This design comes from an exercise in tuning for small area on the open sky130 flow, not from production work.
In this exercise RTL edits were held to simulation tests only and were not proved equivalent to the original.
Power figures rest on the tool's default switching activity, not on a simulated workload.

Setup of the previous run:
// img_controller
module img_controller (
    input  logic                  clk,
    input  logic                  rst,
    input  logic                  cmd_capture,
    input  logic                  cmd_readout,
    input  logic [img_pkg::SKIP_BITS-1:0]  cmd_skip_count,
    input  img_pkg::header_t               cmd_header,
    input  logic [img_pkg::PIXEL_BITS-1:0] img_pixel,
    input  logic                  img_fv,
    input  logic                  img_lv,
    output logic                  status_capture_done,
    output img_pkg::capture_stats_t        status_stats,
    output logic                  readout_start,
    output logic                  readout_ready,
    input  logic                  readout_trigger,
    output img_pkg::pixel_word_t           readout_data
);
==> module fletcher_checksum, before the edit <==
module fletcher_checksum (
    input  logic                   clk,
    input  logic                   clear,    
    input  logic                   first,    
    input  logic                   act,      
    input  logic                   add,      
    input  logic                   digit0,
    input  logic [3:0]             din,      
    output logic [2*img_pkg::WORD_BITS-1:0] sum
);
    logic [img_pkg::WORD_BITS-1:0] a;
    logic [img_pkg::WORD_BITS-1:0] b;
    logic                          ca;
    logic [1:0]                    cb;
    logic [3:0]                    a_d;
    logic [3:0]                    b_d;
    logic [4:0]                    a_s;
    logic [5:0]                    b_s;
    assign a_d = first ? 4'd0 : a[3:0];
    assign b_d = first ? 4'd0 : b[3:0];
    assign a_s = {1'b0, a_d} + {1'b0, (add ? din : 4'd0)} + 5'(ca);
    assign b_s = {2'b0, b_d} + {2'b0, (add ? a_s[3:0] : 4'd0)} + 6'(cb)
               + 6'(digit0 & ca);
    always_ff @(posedge clk) begin
        if (clear) begin
            ca <= 1'b0;
            cb <= 2'd0;
        end else if (act) begin
            ca <= a_s[4];
            cb <= b_s[5:4];
        end
        if (act) begin
            a <= {a_s[3:0], a[img_pkg::WORD_BITS-1:4]};
            b <= {b_s[3:0], b[img_pkg::WORD_BITS-1:4]};
        end
    end
    assign sum = {(&b) ? 16'd0 : b, (&a) ? 16'd0 : a};
endmodule
==> module pixel_store, before the edit <==
module pixel_store (
    input  logic                                clk,
    input  logic                                wr_en,
    input  logic                                wr_first,
    input  logic [2:0]                          wr_y,
    input  logic [img_pkg::PIXEL_BITS-1:0]      wr_data,
    input  logic [2:0]                          rd_y,
    input  logic [2:0]                          rd_x,
    output logic                                rd_hit,
    output logic [img_pkg::PIXEL_BITS-1:0]      rd_data
);
    logic [8*img_pkg::PIXEL_BITS-1:0]         ring [8];
    logic [7:1][2:0]                          ph;
    logic [2:0]                               phase;
    logic [2:0]                               rd_ph;
    always_ff @(posedge clk) begin
        for (int y = 0; y < 8; y++) begin
            ring[y] <= {ring[y][7*img_pkg::PIXEL_BITS-1:0],
                        (wr_en && wr_y == 3'(y)) ? wr_data
                                                 : ring[y][8*img_pkg::PIXEL_BITS-1 -: img_pkg::PIXEL_BITS]};
        end
    end
    always_ff @(posedge clk) begin
        if (wr_first && wr_y == 3'd0) begin
            phase <= 3'd1;
        end else begin
            phase <= phase + 1'b1;
        end
        for (int y = 1; y < 8; y++) begin
            if (wr_first && wr_y == 3'(y)) begin
                ph[y] <= phase;
            end
        end
    end
    assign rd_ph   = (rd_y == 3'd0) ? 3'd0 : ph[rd_y];
    assign rd_hit  = (phase == 3'(rd_ph + rd_x));
    always_comb begin
        rd_data = '0;
        for (int y = 0; y < 8; y++) begin
            if (rd_y == 3'(y)) rd_data = ring[y][8*img_pkg::PIXEL_BITS-1 -: img_pkg::PIXEL_BITS];
        end
    end
endmodule
==> module readout_sequencer, before the edit <==
module readout_sequencer (
    input  logic                 clk,
    input  logic                 rst,
    input  logic                 cmd_readout,
    input  img_pkg::header_t              cmd_header,
    output logic [2:0]           rd_y,
    output logic [2:0]           rd_x,
    input  logic                 rd_hit,
    input  logic [img_pkg::PIXEL_BITS-1:0] rd_data,
    output logic                 readout_start,
    output logic                 readout_ready,
    input  logic                 readout_trigger,
    output img_pkg::pixel_word_t          readout_data
);
    logic                   readout_prev;
    logic                   readout_cmd;
    logic [6:0]             q;
    logic                   taken;
    logic                   pass;
    logic [1:0]             dg;
    logic                   last_dg;
    logic                   is_hdr;
    logic                   is_pix;
    logic                   is_cks;
    logic                   is_pad;
    logic                   waiting;
    logic                   load;
    logic [img_pkg::PIXEL_BITS-1:0] hold;
    img_pkg::pixel_word_t   hdr_word;
    img_pkg::pixel_word_t   cks_word;
    logic [15:0]            host;
    logic [3:0]             din;
    logic [2*img_pkg::WORD_BITS-1:0] cks_sum;
    assign readout_cmd = cmd_readout ^ readout_prev;
    assign is_hdr  = !q[6] && (q[5:2] == 4'b1111);
    assign is_pix  = q[6];
    assign is_cks  = (q[6:1] == 6'd0);
    assign is_pad  = (q[6:1] == 6'd1);
    assign last_dg = (dg == 2'd3);
    assign rd_y = q[5:3];
    assign rd_x = q[2:0];
    assign waiting = !readout_ready && !taken;
    assign load    = waiting && (is_hdr || is_pad || (is_pix && rd_hit));
    assign hdr_word = cmd_header.words[2'd3 - q[1:0]];
    assign cks_word = q[0] ? cks_sum[31:16] : cks_sum[15:0];
    always_comb begin
        readout_data = '0;
        if (is_pix) begin
            readout_data = {hold[7:0], 4'b0000, hold[11:8]};
        end else if (is_hdr) begin
            readout_data = hdr_word;
        end else if (is_cks) begin
            readout_data = {cks_word[7:0], cks_word[15:8]};
        end
    end
    assign host = {readout_data[7:0], readout_data[15:8]};
    assign din  = host[4*dg +: 4];
    fletcher_checksum fletcher_i (
        .clk    (clk),
        .clear  (readout_cmd),
        .first  (q == 7'd60),
        .act    (pass),
        .add    (!is_cks),
        .digit0 (dg == 2'd0),
        .din    (din),
        .sum    (cks_sum)
    );
    always_ff @(posedge clk) begin
        if (waiting && is_pix && rd_hit) begin
            hold <= rd_data;
        end
    end
    always_ff @(posedge clk) begin
        if (rst) begin
            readout_prev  <= 1'b0;
            readout_start <= 1'b0;
            readout_ready <= 1'b0;
            taken         <= 1'b0;
            pass          <= 1'b0;
            dg            <= 2'd0;
            q             <= 7'd4;
        end else begin
            readout_prev <= cmd_readout;
            if (pass) begin
                dg <= dg + 1'b1;
                if (last_dg) begin
                    pass <= 1'b0;
                end
            end
            if (readout_cmd) begin
                readout_start <= !readout_start;
                readout_ready <= 1'b0;
                taken         <= 1'b0;
                pass          <= 1'b0;
                dg            <= 2'd0;
                q             <= 7'd60;
            end else if (readout_ready) begin
                if (readout_trigger) begin
                    readout_ready <= 1'b0;
                    taken         <= 1'b1;
                end
            end else if (taken) begin
                if (!pass) begin
                    taken <= 1'b0;
                    q     <= q + 1'b1;
                end
            end else if (is_cks) begin
                if (!pass) begin
                    pass <= 1'b1;
                end else if (last_dg) begin
                    readout_ready <= 1'b1;
                end
            end else if (load) begin
                readout_ready <= 1'b1;
                pass          <= !is_pad;
            end
        end
    end
endmodule
clock: 10.0 ns
lec_check: 0
cap_margin: 20
core_margin: 2
core_utilization: 60
cts_buf_list: sky130_fd_sc_hd__clkbuf_8
cts_cluster_diameter: 60
cts_cluster_size: 18
slew_margin: 20
standard.sh (not shown) runs the stock make flow with config.mk's settings and CLKGATE_MAP_FILE= SYNTH_SCRIPT=/design/flow/synth_recipe.tcl, a recipe that flattens the netlist after the stock synthesis.
==> flow/flow/run.sh <==
#!/bin/bash
# Standard layout with two changes: the port buffers are the smallest buffer
# cell, and clock tree synthesis inserts no dummy loads. Full log beside the run.
bash standard.sh \
  "BUFFER_PORTS_ARGS=-buffer_cell sky130_fd_sc_hd__buf_1" \
  "CTS_ARGS=-sink_clustering_enable -repair_clock_nets -sink_clustering_size 10 -sink_clustering_max_diameter 50 -buf_list sky130_fd_sc_hd__clkbuf_4 -dont_use_dummy_load" \
  finish > standard.log 2>&1
> inputs changed (the previous run -> the current run)
-- flow/design.v --
<<< the previous run, line 34
    input  logic                   act,      
    input  logic                   add,      
    input  logic                   digit0,
    input  logic [3:0]             din,      
    output logic [2*img_pkg::WORD_BITS-1:0] sum
);
    logic [img_pkg::WORD_BITS-1:0] a;
>>> the current run, line 34
    input  logic                   act,      
    input  logic                   add,      
    input  logic                   move,     
    input  logic                   digit0,
    input  logic [3:0]             din,      
    output logic [img_pkg::WORD_BITS-1:0] sum
);
    logic [img_pkg::WORD_BITS-1:0] a;
<<< the previous run, line 60
        end
        if (act) begin
            a <= {a_s[3:0], a[img_pkg::WORD_BITS-1:4]};
            b <= {b_s[3:0], b[img_pkg::WORD_BITS-1:4]};
        end
    end
    assign sum = {(&b) ? 16'd0 : b, (&a) ? 16'd0 : a};
endmodule
`timescale 1ns/1ns
>>> the current run, line 61
        end
        if (act) begin
            a <= {move ? b_s[3:0] : a_s[3:0], a[img_pkg::WORD_BITS-1:4]};
            b <= {b_s[3:0], b[img_pkg::WORD_BITS-1:4]};
        end
    end
    assign sum = a;
endmodule
`timescale 1ns/1ns
<<< the previous run, line 195
        rd_data = '0;
        for (int y = 0; y < 8; y++) begin
            if (rd_y == 3'(y)) rd_data = ring[y][8*img_pkg::PIXEL_BITS-1 -: img_pkg::PIXEL_BITS];
        end
    end
>>> the current run, line 196
        rd_data = '0;
        for (int y = 0; y < 8; y++) begin
            rd_data = rd_data | (ring[y][8*img_pkg::PIXEL_BITS-1 -: img_pkg::PIXEL_BITS]
                               & {img_pkg::PIXEL_BITS{rd_y == 3'(y)}});
        end
    end
<<< the previous run, line 232
    logic [15:0]            host;
    logic [3:0]             din;
    logic [2*img_pkg::WORD_BITS-1:0] cks_sum;
    assign readout_cmd = cmd_readout ^ readout_prev;
    assign is_hdr  = !q[6] && (q[5:2] == 4'b1111);
>>> the current run, line 234
    logic [15:0]            host;
    logic [3:0]             din;
    img_pkg::pixel_word_t   cks_sum;
    assign readout_cmd = cmd_readout ^ readout_prev;
    assign is_hdr  = !q[6] && (q[5:2] == 4'b1111);
<<< the previous run, line 243
    assign waiting = !readout_ready && !taken;
    assign load    = waiting && (is_hdr || is_pad || (is_pix && rd_hit));
    assign hdr_word = cmd_header.words[2'd3 - q[1:0]];
    assign cks_word = q[0] ? cks_sum[31:16] : cks_sum[15:0];
    always_comb begin
        readout_data = '0;
>>> the current run, line 245
    assign waiting = !readout_ready && !taken;
    assign load    = waiting && (is_hdr || is_pad || (is_pix && rd_hit));
    always_comb begin
        hdr_word = '0;
        for (int i = 0; i < 4; i++) begin
            hdr_word = hdr_word | (cmd_header.words[3-i] & {16{q[1:0] == 2'(i)}});
        end
    end
    assign cks_word = cks_sum;
    always_comb begin
        readout_data = '0;
<<< the previous run, line 251
        end else if (is_hdr) begin
            readout_data = hdr_word;
        end else if (is_cks) begin
            readout_data = {cks_word[7:0], cks_word[15:8]};
        end
>>> the current run, line 258
        end else if (is_hdr) begin
            readout_data = hdr_word;
        end else if (is_cks && !(&cks_word)) begin
            readout_data = {cks_word[7:0], cks_word[15:8]};
        end
<<< the previous run, line 263
        .act    (pass),
        .add    (!is_cks),
        .digit0 (dg == 2'd0),
        .din    (din),
>>> the current run, line 270
        .act    (pass),
        .add    (!is_cks),
        .move   (is_cks && q[0]),
        .digit0 (dg == 2'd0),
        .din    (din),
Results
The current run: all stages complete, timing, DRC and antenna checks passed. Looking at clock-buffer cell count across the current run and the previous run, the one that comes out higher is the previous run. Going from the previous run to the current run, detailed-routed wire length on met2 rose by 5.5%, global-route wire length before repair neither gained nor lost much, multi-input combinational area share went down, actual slew at the worst max-slew pin picked up an extra 0.035 ns, combinational share of power fell 0.5 points. Row number of global-route vias before repair: the current run lower / the previous run higher. In terms of insertion delay to the later sink of the worst-skew pair, the current run and the previous run differ only marginally. In the flow results for the current run and the previous run, the synthesized instance count is larger on the previous run. Initial detailed-routing violation count: the current run higher than the previous run. Final antenna diode count in the current run vs the previous run: down 1.

afterwards: timing with drivers on the ports:
The flow's constraints put no driver on any port. The routed layouts listed below were extracted and timed again, unchanged, in two steps. Step 1 sets driving cells, clkbuf_16 on the clock port and buf_2 on the other inputs (assumed; they add their load-dependent delay and slew). Step 2 times the ports against the registers' clock, not the clock port: input delays grow and output delays shrink by t, the midpoint of the rising clock arrivals with the driver on. Three values: ideal ports, drivers, drivers and shift; two values: the first two.
run	shift t [ns]	slack for setup (ns)	hold slack, ns	clock arrival spread, ns	cell pins on the clock port's net
the previous run	0.815	3.478 / 3.478 / 3.478	0.285 / 0.285 / 0.285	0.070 / 0.069	1
the current run	0.800	3.431 / 3.431 / 3.431	0.286 / 0.286 / 0.286	0.095 / 0.095	1
After both steps every run listed still meets setup and hold.
